Context: an optimization exercise on an open-source flow, tuned for small area, a short achievable clock period and few clock cycles per item. The choices shown serve that exercise and are no tape-out recipe. In this exercise RTL edits were held to simulation tests only and were not proved equivalent to the original.

==> module terrain_elevation_color_ramp_top, before the edit <==
module terrain_elevation_color_ramp_top (
    input  logic        aclk,
    input  logic        aresetn,
    input  logic        s_tvalid,
    output logic        s_tready,
    input  logic [31:0] s_tdata,
    output logic        m_tvalid,
    input  logic        m_tready,
    output logic [23:0] m_tdata,
    input  logic        psel,
    input  logic        penable,
    input  logic        pwrite,
    input  logic [2:0]  paddr,
    input  logic [31:0] pwdata,
    output logic [31:0] prdata,
    output logic        pready
);
    localparam int NDS = 8;           
    logic [15:0] snow_reg, str_reg;
    assign pready = 1'b1;
    always_ff @(posedge aclk) begin
        if (!aresetn) begin
            snow_reg <= tecr_pkg::SNOW_LINE_RST;
            str_reg  <= tecr_pkg::STRENGTH_RST;
        end else if (psel && penable && pwrite) begin
            if (paddr[2]) str_reg  <= pwdata[15:0];
            else          snow_reg <= pwdata[15:0];
        end
    end
    assign prdata = {16'd0, paddr[2] ? str_reg : snow_reg};
    logic en;                           
    logic skid_v;
    logic rdy;                          
    assign en       = !skid_v;
    assign s_tready = rdy;
    logic [15:0] e0, tmp0;
    logic [14:0] c0;
    assign e0   = s_tdata[15:0];
    assign tmp0 = s_tdata[31:16];
    always_comb begin
        logic [15:0] mag;
        mag = e0[15] ? 16'(-e0) : e0;
        c0  = (mag > 16'd16384) ? 15'd16384 : mag[14:0];
    end
    logic        v1;
    logic [15:0] tmp1;
    logic [14:0] c1;
    logic        oc1;
    always_ff @(posedge aclk) begin
        if (!aresetn) v1 <= 1'b0;
        else if (en)  v1 <= s_tvalid;
    end
    always_ff @(posedge aclk) begin
        if (en) begin
            tmp1  <= tmp0;
            c1    <= c0;
            oc1   <= e0[15];
        end
    end
    logic [16:0] t1;
    logic [17:0] r1x;
    logic [30:0] a1;
    tecr_mul_a u_mul_a (.t(tmp1), .k(str_reg), .a(a1));
    assign t1  = oc1 ? 17'(c1) : {c1, 2'b00};
    assign r1x = {1'b0, t1} - {2'b00, snow_reg};
    logic        v2;
    logic [30:0] a2;
    logic [16:0] r2;
    logic [14:0] c2;
    logic        oc2, ng2, sn2;
    always_ff @(posedge aclk) begin
        if (!aresetn) v2 <= 1'b0;
        else if (en)  v2 <= v1;
    end
    always_ff @(posedge aclk) begin
        if (en) begin
            a2  <= a1;
            r2  <= r1x[16:0];
            c2  <= c1;
            oc2 <= oc1;
            ng2 <= tmp1[15];
            sn2 <= !oc1 && !r1x[17] && (r1x[16:0] != 17'd0);
        end
    end
    logic [36:0] x2;
    tecr_mul_p u_mul_p (.a(a2), .r(r2), .x(x2));
    logic        v3;
    logic [36:0] x3;
    logic [14:0] c3;
    logic        oc3, ng3, sn3;
    always_ff @(posedge aclk) begin
        if (!aresetn) v3 <= 1'b0;
        else if (en)  v3 <= v2;
    end
    always_ff @(posedge aclk) begin
        if (en) begin
            x3  <= x2;
            c3  <= c2;
            oc3 <= oc2;
            ng3 <= ng2;
            sn3 <= sn2;
        end
    end
    function automatic logic [31:0] dstep(input logic [31:0] rx, input logic [15:0] s);
        logic [16:0] trial;
        logic [17:0] sum;
        logic        ge;
        trial = {rx[31:16], rx[15]};
        sum   = {1'b0, trial} + {2'b00, s};
        ge    = sum[17] | sum[16];
        dstep = {ge ? sum[15:0] : trial[15:0], rx[14:0], ge};
    endfunction
    logic [20:0] hi3;
    logic [21:0] hs3;
    logic        sat3;
    assign hi3  = x3[36:16];
    assign hs3  = {1'b0, hi3} + {6'd0, snow_reg};
    assign sat3 = |hs3[21:16];
    logic        dv   [NDS+1];
    logic [31:0] drx  [NDS+1];
    logic        dsat [NDS+1];
    logic [14:0] dc   [NDS+1];
    logic        doc  [NDS+1], dng [NDS+1], dsn [NDS+1];
    always_comb begin
        dv[0]   = v3;
        drx[0]  = x3[31:0];
        dsat[0] = sat3;
        dc[0]   = c3;
        doc[0]  = oc3;
        dng[0]  = ng3;
        dsn[0]  = sn3;
    end
    for (genvar k = 1; k <= NDS; k++) begin : g_div
        logic [31:0] nx;
        always_comb begin
            nx = drx[k-1];
            for (int j = 0; j < 16 / NDS; j++) nx = dstep(nx, snow_reg);
        end
        always_ff @(posedge aclk) begin
            if (!aresetn) dv[k] <= 1'b0;
            else if (en)  dv[k] <= dv[k-1];
        end
        always_ff @(posedge aclk) begin
            if (en) begin
                drx[k]  <= nx;
                dsat[k] <= dsat[k-1];
                dc[k]   <= dc[k-1];
                doc[k]  <= doc[k-1];
                dng[k]  <= dng[k-1];
                dsn[k]  <= dsn[k-1];
            end
        end
    end
    logic [15:0] qf;
    logic [16:0] tf;
    logic [16:0] posf;
    assign qf = drx[NDS][15:0];
    assign tf = doc[NDS] ? 17'(dc[NDS]) : {dc[NDS], 2'b00};
    always_comb begin
        logic [17:0] sum;
        sum  = '0;
        posf = tf;
        if (dsn[NDS]) begin
            if (dng[NDS]) begin
                sum  = {1'b0, tf} + {2'b00, qf};
                posf = (dsat[NDS] || sum > 18'd65536) ? 17'h10000 : sum[16:0];
            end else begin
                sum  = {1'b0, tf} - {2'b00, qf};
                posf = (dsat[NDS] || sum[17]) ? 17'd0 : sum[16:0];
            end
        end
    end
    logic [2:0]  segf;
    logic [16:0] ff;
    always_comb begin
        logic [16:0] u;
        logic [14:0] n;
        n = dc[NDS];
        u = {n, 2'b00} + 17'(n);
        if (doc[NDS]) begin
            if (n <= 15'd3276) begin segf = 3'd5; ff = {u[14:0], 2'b00}; end
            else               begin segf = 3'd6; ff = u - 17'd16384;    end
        end else if (posf[16]) begin
            segf = 3'd4; ff = '0;
        end else begin
            segf = {1'b0, posf[15:14]}; ff = {1'b0, posf[13:0], 2'b00};
        end
    end
    logic        vg;
    logic [2:0]  segg, segs;
    logic [16:0] fg, fs;
    logic        out_v;
    logic [23:0] out_d;
    logic [23:0] colg;
    logic        o_acc, g_acc;
    assign o_acc = !out_v || m_tready;
    assign g_acc = o_acc || !vg;
    always_ff @(posedge aclk) begin
        if (!aresetn) begin
            vg     <= 1'b0;
            out_v  <= 1'b0;
            skid_v <= 1'b0;
            rdy    <= 1'b1;
        end else begin
            if (o_acc) out_v <= vg;
            if (g_acc) vg <= skid_v || dv[NDS];
            if (skid_v) begin
                if (g_acc) begin
                    skid_v <= 1'b0;
                    rdy    <= 1'b1;
                end
            end else if (dv[NDS] && !g_acc) begin
                skid_v <= 1'b1;
                rdy    <= 1'b0;
            end
        end
    end
    always_ff @(posedge aclk) begin
        if (g_acc) begin
            segg <= skid_v ? segs : segf;
            fg   <= skid_v ? fs : ff;
        end
        if (!skid_v) begin
            segs <= segf;
            fs   <= ff;
        end
        if (o_acc) out_d <= colg;
    end
    tecr_color u_color (.seg(segg), .f(fg), .rgb(colg));
    assign m_tvalid = out_v;
    assign m_tdata  = out_d;
endmodule
Settings: LEC_CHECK=0, ABC_AREA=1, CAP_MARGIN=20, CORE_MARGIN=2, CORE_UTILIZATION=40, SLEW_MARGIN=20; clock period 13.5 ns.
standard.sh (not shown) runs the stock make flow with config.mk's settings and CLKGATE_MAP_FILE= SYNTH_SCRIPT=/design/flow/synth_recipe.tcl, a recipe that flattens the netlist after the stock synthesis.
==> flow/flow/run.sh <==
#!/bin/bash
# The standard layout, with timing repair aimed at a 6.0 ns period instead
# of the 13.5 ns clock (the constraints themselves are unchanged), and port
# buffers that can drive their loads
set -euo pipefail
bash standard.sh SETUP_SLACK_MARGIN=7.5 \
    "BUFFER_PORTS_ARGS=-buffer_cell sky130_fd_sc_hd__buf_4" \
    finish > flow_make.log 2>&1
The first run went through all stages and came out clean.
Testbench counts at the start, summed over its fixed seeds: cycles 16,488, items 16,384.
Next try:
--- a/flow/design.v
+++ b/flow/design.v
@@ -4169,48 +4169,52 @@
         end else begin
             segf = {1'b0, posf[15:14]}; ff = {1'b0, posf[13:0], 2'b00};
         end
     end
     logic        vg;
-    logic [2:0]  segg, segs;
-    logic [16:0] fg, fs;
-    logic        out_v;
-    logic [23:0] out_d;
+    logic [2:0]  segg;
+    logic [16:0] fg;
+    always_ff @(posedge aclk) begin
+        if (!aresetn) vg <= 1'b0;
+        else if (en)  vg <= dv[NDS];
+    end
+    always_ff @(posedge aclk) begin
+        if (en) begin
+            segg <= segf;
+            fg   <= ff;
+        end
+    end
     logic [23:0] colg;
-    logic        o_acc, g_acc;
-    assign o_acc = !out_v || m_tready;
-    assign g_acc = o_acc || !vg;
+    tecr_color u_color (.seg(segg), .f(fg), .rgb(colg));
+    logic        out_v;
+    logic [23:0] out_d, skid_d;
+    logic        take;
+    assign take = out_v && m_tready;
     always_ff @(posedge aclk) begin
         if (!aresetn) begin
-            vg     <= 1'b0;
             out_v  <= 1'b0;
             skid_v <= 1'b0;
             rdy    <= 1'b1;
-        end else begin
-            if (o_acc) out_v <= vg;
-            if (g_acc) vg <= skid_v || dv[NDS];
-            if (skid_v) begin
-                if (g_acc) begin
-                    skid_v <= 1'b0;
-                    rdy    <= 1'b1;
-                end
-            end else if (dv[NDS] && !g_acc) begin
-                skid_v <= 1'b1;
-                rdy    <= 1'b0;
+        end else if (skid_v) begin
+            if (m_tready) begin
+                out_v  <= 1'b1;
+                skid_v <= 1'b0;
+                rdy    <= 1'b1;
             end
+        end else if (!out_v || m_tready) begin
+            out_v <= vg;
+        end else if (vg) begin
+            skid_v <= 1'b1;
+            rdy    <= 1'b0;
         end
     end
     always_ff @(posedge aclk) begin
-        if (g_acc) begin
-            segg <= skid_v ? segs : segf;
-            fg   <= skid_v ? fs : ff;
+        if (skid_v) begin
+            if (m_tready) out_d <= skid_d;
+        end else if (!out_v || m_tready) begin
+            out_d <= colg;
         end
-        if (!skid_v) begin
-            segs <= segf;
-            fs   <= ff;
-        end
-        if (o_acc) out_d <= colg;
+        if (!skid_v) skid_d <= colg;
     end
-    tecr_color u_color (.seg(segg), .f(fg), .rgb(colg));
     assign m_tvalid = out_v;
     assign m_tdata  = out_d;
 endmodule
Routed wire length rose by 2.0%.
Via count is higher by 2.8%.
Worst setup slack degrades by 19 ps.
Non-clock buffer count is higher by 6.
Core utilization rose by 0.16 points.
Hold slack loses 21 ps.
Sequential cell count rises by 4.
Final cell count came out higher by 3.2%.
Count of clock-buffer cells in the layout shrinks by 5.
Die area climbs by 1.8%.
Cell area came out higher by 1.9%.
Testbench counts after the change, summed over its fixed seeds: cycles 16,488, items 16,384.

* * *

terrain_elevation_color_ramp_top, a different RTL version from the one above (not shown whole).
For scale: about 130 I/O pins.
## terrain_elevation_color_ramp_top
module terrain_elevation_color_ramp_top (
    input  logic        aclk,
    input  logic        aresetn,
    input  logic        s_tvalid,
    output logic        s_tready,
    input  logic [31:0] s_tdata,
    output logic        m_tvalid,
    input  logic        m_tready,
    output logic [23:0] m_tdata,
    input  logic        psel,
    input  logic        penable,
    input  logic        pwrite,
    input  logic [2:0]  paddr,
    input  logic [31:0] pwdata,
    output logic [31:0] prdata,
    output logic        pready
);
==> module terrain_elevation_color_ramp_top, before the edit <==
module terrain_elevation_color_ramp_top (
    input  logic        aclk,
    input  logic        aresetn,
    input  logic        s_tvalid,
    output logic        s_tready,
    input  logic [31:0] s_tdata,
    output logic        m_tvalid,
    input  logic        m_tready,
    output logic [23:0] m_tdata,
    input  logic        psel,
    input  logic        penable,
    input  logic        pwrite,
    input  logic [2:0]  paddr,
    input  logic [31:0] pwdata,
    output logic [31:0] prdata,
    output logic        pready
);
    localparam int NDS = 8;           
    logic [15:0] snow_reg, str_reg;
    assign pready = 1'b1;
    always_ff @(posedge aclk) begin
        if (!aresetn) begin
            snow_reg <= tecr_pkg::SNOW_LINE_RST;
            str_reg  <= tecr_pkg::STRENGTH_RST;
        end else if (psel && penable && pwrite) begin
            if (paddr[2]) str_reg  <= pwdata[15:0];
            else          snow_reg <= pwdata[15:0];
        end
    end
    assign prdata = {16'd0, paddr[2] ? str_reg : snow_reg};
    logic en;                           
    logic skid_v;
    logic rdy;                          
    assign en       = !skid_v;
    assign s_tready = rdy;
    logic [15:0] e0, tmp0;
    logic [14:0] c0;
    assign e0   = s_tdata[15:0];
    assign tmp0 = s_tdata[31:16];
    always_comb begin
        logic [15:0] mag;
        mag = e0[15] ? 16'(-e0) : e0;
        c0  = (mag > 16'd16384) ? 15'd16384 : mag[14:0];
    end
    logic        v1;
    logic [15:0] tmp1;
    logic [14:0] c1;
    logic        oc1;
    always_ff @(posedge aclk) begin
        if (!aresetn) v1 <= 1'b0;
        else if (en)  v1 <= s_tvalid;
    end
    always_ff @(posedge aclk) begin
        if (en) begin
            tmp1  <= tmp0;
            c1    <= c0;
            oc1   <= e0[15];
        end
    end
    logic [16:0] t1;
    logic [17:0] r1x;
    logic [30:0] a1;
    tecr_mul_a u_mul_a (.t(tmp1), .k(str_reg), .a(a1));
    assign t1  = oc1 ? 17'(c1) : {c1, 2'b00};
    assign r1x = {1'b0, t1} - {2'b00, snow_reg};
    logic        v2;
    logic [30:0] a2;
    logic [16:0] r2;
    logic [14:0] c2;
    logic        fl2, sn2;       
    always_ff @(posedge aclk) begin
        if (!aresetn) v2 <= 1'b0;
        else if (en)  v2 <= v1;
    end
    always_ff @(posedge aclk) begin
        if (en) begin
            a2  <= a1;
            r2  <= r1x[16:0];
            c2  <= c1;
            fl2 <= (!oc1 && !r1x[17] && (r1x[16:0] != 17'd0)) ? tmp1[15] : oc1;
            sn2 <= !oc1 && !r1x[17] && (r1x[16:0] != 17'd0);
        end
    end
    logic [36:0] x2;
    tecr_mul_p u_mul_p (.a(a2), .r(r2), .x(x2));
    logic        v3;
    logic [36:0] x3;
    logic [14:0] c3;
    logic        fl3, sn3;
    always_ff @(posedge aclk) begin
        if (!aresetn) v3 <= 1'b0;
        else if (en)  v3 <= v2;
    end
    always_ff @(posedge aclk) begin
        if (en) begin
            x3  <= x2;
            c3  <= c2;
            fl3 <= fl2;
            sn3 <= sn2;
        end
    end
    function automatic logic [31:0] dstep(input logic [31:0] rx, input logic [15:0] s);
        logic [16:0] trial;
        logic [16:0] sum;
        logic        ge;
        trial = {rx[31:16], rx[15]};
        sum   = {1'b0, trial[15:0]} + {1'b0, s};
        ge    = trial[16] | sum[16];
        dstep = {ge ? sum[15:0] : trial[15:0], rx[14:0], ge};
    endfunction
    logic [20:0] hi3;
    logic [21:0] hs3;
    logic        sat3;
    assign hi3  = x3[36:16];
    assign hs3  = {1'b0, hi3} + {6'd0, snow_reg};
    assign sat3 = |hs3[21:16];
    logic        dv   [NDS+1];
    logic [31:0] drx  [NDS+1];
    logic [14:0] dc   [NDS+1];
    logic        dfl  [NDS+1], dsn [NDS+1];
    always_comb begin
        dv[0]   = v3;
        drx[0]  = x3[31:0];
        dc[0]   = (sn3 && sat3) ? (fl3 ? 15'd16384 : 15'd0) : c3;
        dfl[0]  = fl3 && !(sn3 && sat3);
        dsn[0]  = sn3 && !sat3;
    end
    for (genvar k = 1; k <= NDS; k++) begin : g_div
        logic [31:0] nx;
        always_comb begin
            nx = drx[k-1];
            for (int j = 0; j < 16 / NDS; j++) nx = dstep(nx, snow_reg);
        end
        always_ff @(posedge aclk) begin
            if (!aresetn) dv[k] <= 1'b0;
            else if (en)  dv[k] <= dv[k-1];
        end
        always_ff @(posedge aclk) begin
            if (en) begin
                drx[k]  <= nx;
                dc[k]   <= dc[k-1];
                dfl[k]  <= dfl[k-1];
                dsn[k]  <= dsn[k-1];
            end
        end
    end
    logic [15:0] qf;
    logic [16:0] tf;
    logic [16:0] posf;
    assign qf = drx[NDS][15:0];
    assign tf = (dfl[NDS] && !dsn[NDS]) ? 17'(dc[NDS]) : {dc[NDS], 2'b00};
    always_comb begin
        logic [17:0] sum;
        sum  = '0;
        posf = tf;
        if (dsn[NDS]) begin
            if (dfl[NDS]) begin
                sum  = {1'b0, tf} + {2'b00, qf};
                posf = (sum > 18'd65536) ? 17'h10000 : sum[16:0];
            end else begin
                sum  = {1'b0, tf} - {2'b00, qf};
                posf = sum[17] ? 17'd0 : sum[16:0];
            end
        end
    end
    logic [2:0]  segf;
    logic [16:0] ff;
    always_comb begin
        logic [16:0] u;
        logic [14:0] n;
        n = dc[NDS];
        u = {n, 2'b00} + 17'(n);
        if ((dfl[NDS] && !dsn[NDS])) begin
            if (n <= 15'd3276) begin segf = 3'd5; ff = {u[14:0], 2'b00}; end
            else               begin segf = 3'd6; ff = u - 17'd16384;    end
        end else if (posf[16]) begin
            segf = 3'd4; ff = '0;
        end else begin
            segf = {1'b0, posf[15:14]}; ff = {1'b0, posf[13:0], 2'b00};
        end
    end
    logic        vg;
    logic [2:0]  segg, segs;
    logic [16:0] fg, fs;
    logic        out_v;
    logic [23:0] out_d;
    logic [23:0] colg;
    logic        o_acc, g_acc;
    assign o_acc = !out_v || m_tready;
    assign g_acc = o_acc || !vg;
    always_ff @(posedge aclk) begin
        if (!aresetn) begin
            vg     <= 1'b0;
            out_v  <= 1'b0;
            skid_v <= 1'b0;
            rdy    <= 1'b1;
        end else begin
            if (o_acc) out_v <= vg;
            if (g_acc) vg <= skid_v || dv[NDS];
            if (skid_v) begin
                if (g_acc) begin
                    skid_v <= 1'b0;
                    rdy    <= 1'b1;
                end
            end else if (dv[NDS] && !g_acc) begin
                skid_v <= 1'b1;
                rdy    <= 1'b0;
            end
        end
    end
    always_ff @(posedge aclk) begin
        if (g_acc) begin
            segg <= skid_v ? segs : segf;
            fg   <= skid_v ? fs : ff;
        end
        if (!skid_v) begin
            segs <= segf;
            fs   <= ff;
        end
        if (o_acc) out_d <= colg;
    end
    tecr_color u_color (.seg(segg), .f(fg), .rgb(colg));
    assign m_tvalid = out_v;
    assign m_tdata  = out_d;
endmodule
export LEC_CHECK = 0
export ABC_AREA = 1
export CAP_MARGIN = 20
export CORE_MARGIN = 2
export CORE_UTILIZATION = 40
export SLEW_MARGIN = 20
create_clock -name core_clock -period 13.5 [get_ports {aclk}]
Scripts as last shown in full above: flow/flow/run.sh
Testbench counts at the start, summed over its fixed seeds: cycles 16,488, items 16,384.
Then changed:
--- a/flow/design.v
+++ b/flow/design.v
@@ -3444,69 +3444,74 @@
     assign t1  = oc1 ? 17'(c1) : {c1, 2'b00};
     assign r1x = {1'b0, t1} - {2'b00, snow_reg};
     logic        v2;
     logic [30:0] a2;
     logic [16:0] r2;
     logic [14:0] c2;
-    logic        fl2, sn2;       
+    logic        oc2, ng2, sn2;
     always_ff @(posedge aclk) begin
         if (!aresetn) v2 <= 1'b0;
         else if (en)  v2 <= v1;
     end
     always_ff @(posedge aclk) begin
         if (en) begin
             a2  <= a1;
             r2  <= r1x[16:0];
             c2  <= c1;
-            fl2 <= (!oc1 && !r1x[17] && (r1x[16:0] != 17'd0)) ? tmp1[15] : oc1;
+            oc2 <= oc1;
+            ng2 <= tmp1[15];
             sn2 <= !oc1 && !r1x[17] && (r1x[16:0] != 17'd0);
         end
     end
     logic [36:0] x2;
     tecr_mul_p u_mul_p (.a(a2), .r(r2), .x(x2));
     logic        v3;
     logic [36:0] x3;
     logic [14:0] c3;
-    logic        fl3, sn3;
+    logic        oc3, ng3, sn3;
     always_ff @(posedge aclk) begin
         if (!aresetn) v3 <= 1'b0;
         else if (en)  v3 <= v2;
     end
     always_ff @(posedge aclk) begin
         if (en) begin
             x3  <= x2;
             c3  <= c2;
-            fl3 <= fl2;
+            oc3 <= oc2;
+            ng3 <= ng2;
             sn3 <= sn2;
         end
     end
     function automatic logic [31:0] dstep(input logic [31:0] rx, input logic [15:0] s);
         logic [16:0] trial;
-        logic [16:0] sum;
+        logic [17:0] sum;
         logic        ge;
         trial = {rx[31:16], rx[15]};
-        sum   = {1'b0, trial[15:0]} + {1'b0, s};
-        ge    = trial[16] | sum[16];
+        sum   = {1'b0, trial} + {2'b00, s};
+        ge    = sum[17] | sum[16];
         dstep = {ge ? sum[15:0] : trial[15:0], rx[14:0], ge};
     endfunction
     logic [20:0] hi3;
     logic [21:0] hs3;
     logic        sat3;
     assign hi3  = x3[36:16];
     assign hs3  = {1'b0, hi3} + {6'd0, snow_reg};
     assign sat3 = |hs3[21:16];
     logic        dv   [NDS+1];
     logic [31:0] drx  [NDS+1];
+    logic        dsat [NDS+1];
     logic [14:0] dc   [NDS+1];
-    logic        dfl  [NDS+1], dsn [NDS+1];
+    logic        doc  [NDS+1], dng [NDS+1], dsn [NDS+1];
     always_comb begin
         dv[0]   = v3;
         drx[0]  = x3[31:0];
-        dc[0]   = (sn3 && sat3) ? (fl3 ? 15'd16384 : 15'd0) : c3;
-        dfl[0]  = fl3 && !(sn3 && sat3);
-        dsn[0]  = sn3 && !sat3;
+        dsat[0] = sat3;
+        dc[0]   = c3;
+        doc[0]  = oc3;
+        dng[0]  = ng3;
+        dsn[0]  = sn3;
     end
     for (genvar k = 1; k <= NDS; k++) begin : g_div
         logic [31:0] nx;
         always_comb begin
             nx = drx[k-1];
             for (int j = 0; j < 16 / NDS; j++) nx = dstep(nx, snow_reg);
@@ -3515,45 +3520,47 @@
             if (!aresetn) dv[k] <= 1'b0;
             else if (en)  dv[k] <= dv[k-1];
         end
         always_ff @(posedge aclk) begin
             if (en) begin
                 drx[k]  <= nx;
+                dsat[k] <= dsat[k-1];
                 dc[k]   <= dc[k-1];
-                dfl[k]  <= dfl[k-1];
+                doc[k]  <= doc[k-1];
+                dng[k]  <= dng[k-1];
                 dsn[k]  <= dsn[k-1];
             end
         end
     end
     logic [15:0] qf;
     logic [16:0] tf;
     logic [16:0] posf;
     assign qf = drx[NDS][15:0];
-    assign tf = (dfl[NDS] && !dsn[NDS]) ? 17'(dc[NDS]) : {dc[NDS], 2'b00};
+    assign tf = doc[NDS] ? 17'(dc[NDS]) : {dc[NDS], 2'b00};
     always_comb begin
         logic [17:0] sum;
         sum  = '0;
         posf = tf;
         if (dsn[NDS]) begin
-            if (dfl[NDS]) begin
+            if (dng[NDS]) begin
                 sum  = {1'b0, tf} + {2'b00, qf};
-                posf = (sum > 18'd65536) ? 17'h10000 : sum[16:0];
+                posf = (dsat[NDS] || sum > 18'd65536) ? 17'h10000 : sum[16:0];
             end else begin
                 sum  = {1'b0, tf} - {2'b00, qf};
-                posf = sum[17] ? 17'd0 : sum[16:0];
+                posf = (dsat[NDS] || sum[17]) ? 17'd0 : sum[16:0];
             end
         end
     end
     logic [2:0]  segf;
     logic [16:0] ff;
     always_comb begin
         logic [16:0] u;
         logic [14:0] n;
         n = dc[NDS];
         u = {n, 2'b00} + 17'(n);
-        if ((dfl[NDS] && !dsn[NDS])) begin
+        if (doc[NDS]) begin
             if (n <= 15'd3276) begin segf = 3'd5; ff = {u[14:0], 2'b00}; end
             else               begin segf = 3'd6; ff = u - 17'd16384;    end
         end else if (posf[16]) begin
             segf = 3'd4; ff = '0;
         end else begin
             segf = {1'b0, posf[15:14]}; ff = {1'b0, posf[13:0], 2'b00};
After rerunning: Worst setup slack improved by 0.010 ns; global-route usage drops by 0.26 points; fmax stays flat; final area is higher by 2.4%; wire length increases by 2.3%; core utilization is higher by 0.42 points; worst hold slack gets worse by 0.0091 ns; synthesized cell count went down by about 0.7%; die area rises by 1.5%; first-iteration DRC count is about the same.
Testbench counts after the change, summed over its fixed seeds: cycles 16,488, items 16,384.

## re-timing with driven ports
The flow's constraints put no driver on any port. The routed layouts listed below were extracted and timed again, unchanged, in two steps. Step 1: set_driving_cell puts a clkbuf_16 on aclk and a buf_2 on each other input, an assumption about the parent block. Step 2 adds t to the input delays and takes it off the output delays; t is the mean of the earliest and latest rising clock arrival at the registers after step 1. Input paths then give back, and output paths get back, about the clock's delay inside the block. a / b / c = ideal ports / drivers / drivers and shift; a / b = the first two.
| run | t, ns | setup WS [ns] | worst data-port slew with drivers (ns) |
|---|---|---|---|
| the first run of note 1 | 0.745 | 7.544 / 7.469 / 7.469 | 0.08 |
| the second run of note 1 | 0.742 | 7.525 / 7.468 / 7.468 | 0.08 |
| the first run of note 2 | 0.736 | 7.516 / 7.470 / 7.470 | 0.06 |
| the second run of note 2 | 0.744 | 7.526 / 7.477 / 7.477 | 0.06 |
After both steps setup and hold are still met in every run listed. The setup slack of the first run of note 1, which loses most, moves by -0.075 ns with the drivers and by -0.075 ns with both steps.
